This is an optimization exercise on Yosys and OpenROAD, whose aim is small area, a short achievable clock period and few clock cycles per item, not a production implementation. The RTL was checked by simulation tests, not by an equivalence proof against the original design. No activity file was given, so power comes from the tool's default toggle rates.

==> module ran_divu, before the edit <==
module ran_divu (
  input  logic        clk,
  input  logic        rst_n,
  input  logic        p_first,    
  input  logic        p_last,     
  input  logic        p_dneg,     
  input  logic        we_a,       
  input  logic        we_b,       
  input  logic [64:0] macc,
  input  logic        release_i,  
  output logic        idle,       
  output logic        done,       
  output logic [64:0] a,          
  output logic [63:0] b,
  output logic [63:0] h,
  output logic [31:0] ns_lo,
  output logic [31:0] ds_lo,
  output logic        ovf,
  output logic        neg_res,
  output logic        zden,
  output logic        znum,
  output logic        dneg
);
  typedef enum logic [2:0] { P_IDLE, P_P, P_D1, P_D2, P_FULL } pstate_t;
  typedef enum logic [1:0] { G_IDLE, G_RUN, G_DONE } gstate_t;
  pstate_t ps_r;
  gstate_t gs_r;
  logic [64:0] pa_r;          
  logic [63:0] pb_r;          
  logic pdneg_r;
  logic [63:0] a_r;           
  logic [63:0] b_r;
  logic [63:0] ns_r, ds_r;    
  logic nneg_r, dneg_r, zden_r, znum_r;
  logic [63:0] pabs;
  logic pa_zero, pb_zero, load;
  assign pabs = pa_r[64] ? (~pa_r[63:0] + 64'd1) : pa_r[63:0];
  assign pa_zero = (pa_r == '0);
  assign pb_zero = (pb_r == '0);
  assign load = (ps_r == P_FULL) && ((gs_r == G_IDLE) || release_i);
  logic [64:0] dab, sab, gx, tzv;
  logic [63:0] gsh;
  logic a_ge_b, g_to_a, g_eq, both_odd, g_done, g_neg;
  logic [64:0] dabc;
  ran_add64 u_dab (.a(a_r), .b(~b_r), .ci(1'b1), .y(dabc));
  ran_add64 u_sab (.a(a_r), .b(b_r), .ci(1'b0), .y(sab));
  assign dab = {!dabc[64], dabc[63:0]};
  assign a_ge_b = dabc[64];
  assign g_eq = (a_r == b_r);
  assign both_odd = a_r[0] && b_r[0];
  assign g_done = (gs_r == G_RUN) && ((both_odd && g_eq) || (a_r == '0)) && (ns_r[0] || ds_r[0]);
  always_comb begin
    g_neg = 1'b0;
    if (!a_r[0]) gx = {1'b0, a_r};
    else if (!b_r[0]) gx = {1'b0, b_r};
    else if (a_r[1] != b_r[1]) gx = sab;
    else if (a_ge_b) gx = dab;
    else if (dab[8:2] != '0) begin gx = ~dab; g_neg = 1'b1; end
    else gx = sab;
    tzv = g_neg ? dab : gx;
    if (tzv[1]) gsh = gx[64:1];
    else if (tzv[2]) gsh = gx[64:2];
    else if (tzv[3]) gsh = {1'b0, gx[64:3]};
    else if (tzv[4]) gsh = {2'b0, gx[64:4]};
    else if (tzv[5]) gsh = {3'b0, gx[64:5]};
    else if (tzv[6]) gsh = {4'b0, gx[64:6]};
    else if (tzv[7]) gsh = {5'b0, gx[64:7]};
    else gsh = {6'b0, gx[64:8]};
    if (g_neg) gsh[0] = 1'b1;
  end
  assign g_to_a = !a_r[0] || (b_r[0] && a_ge_b);
  logic hsmall, ge_n, eq_n, ge_d;
  assign hsmall = (b_r[63:33] == '0);
  assign ge_n = hsmall && (ns_r[63:31] >= b_r[32:0]);
  assign eq_n = hsmall && (ns_r[63:31] == b_r[32:0]) && (ns_r[30:0] == '0);
  assign ge_d = hsmall && (ds_r[63:31] >= b_r[32:0]);
  assign neg_res = nneg_r ^ dneg_r;
  assign ovf = (neg_res ? (ge_n && !eq_n) : ge_n) || ge_d;
  always_ff @(posedge clk) begin
    if (!rst_n) begin
      ps_r <= P_IDLE;
      gs_r <= G_IDLE;
    end else begin
      case (ps_r)
        P_IDLE: if (p_last) ps_r <= P_D1; else if (p_first) ps_r <= P_P;
        P_P: if (p_last) ps_r <= P_D1;
        P_D1: ps_r <= P_D2;
        P_D2: ps_r <= P_FULL;
        P_FULL: if (load) ps_r <= P_IDLE;
        default: ps_r <= P_IDLE;
      endcase
      if (load) gs_r <= (pa_zero || pb_zero) ? G_DONE : G_RUN;
      else if (release_i) gs_r <= G_IDLE;
      else if (g_done) gs_r <= G_DONE;
    end
  end
  always_ff @(posedge clk) begin
    if (we_a) pa_r <= macc;
    if (we_b) pb_r <= macc[63:0];
    if (p_last) pdneg_r <= p_dneg;
    if (load) begin
      a_r <= pabs;
      b_r <= pb_r;
      ns_r <= pabs;
      ds_r <= pb_r;
      nneg_r <= pa_r[64];
      dneg_r <= pdneg_r;
      zden_r <= pb_zero;
      znum_r <= pa_zero;
    end else if (gs_r == G_RUN) begin
      if (!ns_r[0] && !ds_r[0]) begin
        ns_r <= {1'b0, ns_r[63:1]};
        ds_r <= {1'b0, ds_r[63:1]};
      end
      if (g_to_a) a_r <= gsh;
      else b_r <= gsh;
    end
  end
  assign idle = (ps_r == P_IDLE);
  assign done = (gs_r == G_DONE) || g_done;
  assign a = pa_r;
  assign b = pb_r;
  assign h = b_r;
  assign ns_lo = ns_r[31:0];
  assign ds_lo = ds_r[31:0];
  assign zden = zden_r;
  assign znum = znum_r;
  assign dneg = dneg_r;
endmodule
clock: 11.0 ns
lec_check: 0
cap_margin: 20
core_margin: 2
core_utilization: 50
setup_slack_margin: 5
slew_margin: 20
run.sh (not shown) runs the stock make flow with config.mk's settings and CLKGATE_MAP_FILE= SYNTH_SCRIPT=/design/flow/synth_recipe.tcl, a recipe that flattens the netlist after the stock synthesis.
Testbench counts at the start, summed over its fixed seeds: cycles 18,149, items 960.
Then changed:
--- a/flow/design.v
+++ b/flow/design.v
@@ -66,7 +66,8 @@
   assign g_done = (gs_r == G_RUN) && ((both_odd && g_eq) || (a_r == '0)) && (ns_r[0] || ds_r[0]);
   always_comb begin
     g_neg = 1'b0;
-    if (!a_r[0]) gx = {1'b0, a_r};
+    if (load) gx = pabs[0] ? {1'b0, pb_r} : {1'b0, pabs};
+    else if (!a_r[0]) gx = {1'b0, a_r};
     else if (!b_r[0]) gx = {1'b0, b_r};
     else if (a_r[1] != b_r[1]) gx = sab;
     else if (a_ge_b) gx = dab;
@@ -114,8 +115,8 @@
     if (we_b) pb_r <= macc[63:0];
     if (p_last) pdneg_r <= p_dneg;
     if (load) begin
-      a_r <= pabs;
-      b_r <= pb_r;
+      a_r <= pabs[0] ? pabs : gsh;
+      b_r <= (pabs[0] && !pb_r[0]) ? gsh : pb_r;
       ns_r <= pabs;
       ds_r <= pb_r;
       nneg_r <= pa_r[64];
The new run finished clean. Routed wire length came out higher by 18%. Worst setup slack gets worse by 0.24 ns. Design area came out higher by 7.3%. Synthesized cell count came out higher by 8.5%. Hold slack gets worse by 0.0089 ns. Core utilization came out higher by 1.5 points. Synthesized area came out higher by 4.8%. Non-clock buffer count came out higher by 179. Final cell count came out higher by 8.4%. Clock skew came out higher by 0.0091 ns. Critical path depth came out higher by 14. Power came out higher by 2.6%. Global-route usage came out higher by 5.4 points.
Testbench counts after the change, summed over its fixed seeds: cycles 17,653, items 960.

==> afterwards: timing with drivers on the ports <==
The flow's constraints put no driver on any port. The routed layouts listed below were extracted and timed again, unchanged, in two steps.
Step 1, drivers: a clkbuf_16 drives clk and a buf_2 each remaining input, both assumed.
Step 2 adds t to the input delays and takes it off the output delays; t is the mean of the earliest and latest rising clock arrival at the registers after step 1. Input paths then give back, and output paths get back, about the clock's delay inside the block.
Slacks: no drivers / after step 1 / after step 2; pairs: no drivers / after step 1.
run	shift t [ns]	slack for setup (ns)	latest minus earliest clock arrival (ns)
the first run	0.808	4.964 / 4.964 / 4.964	0.066 / 0.065
the second run	0.847	4.723 / 4.723 / 4.723	0.081 / 0.081
After both steps setup and hold are still met in every run listed.
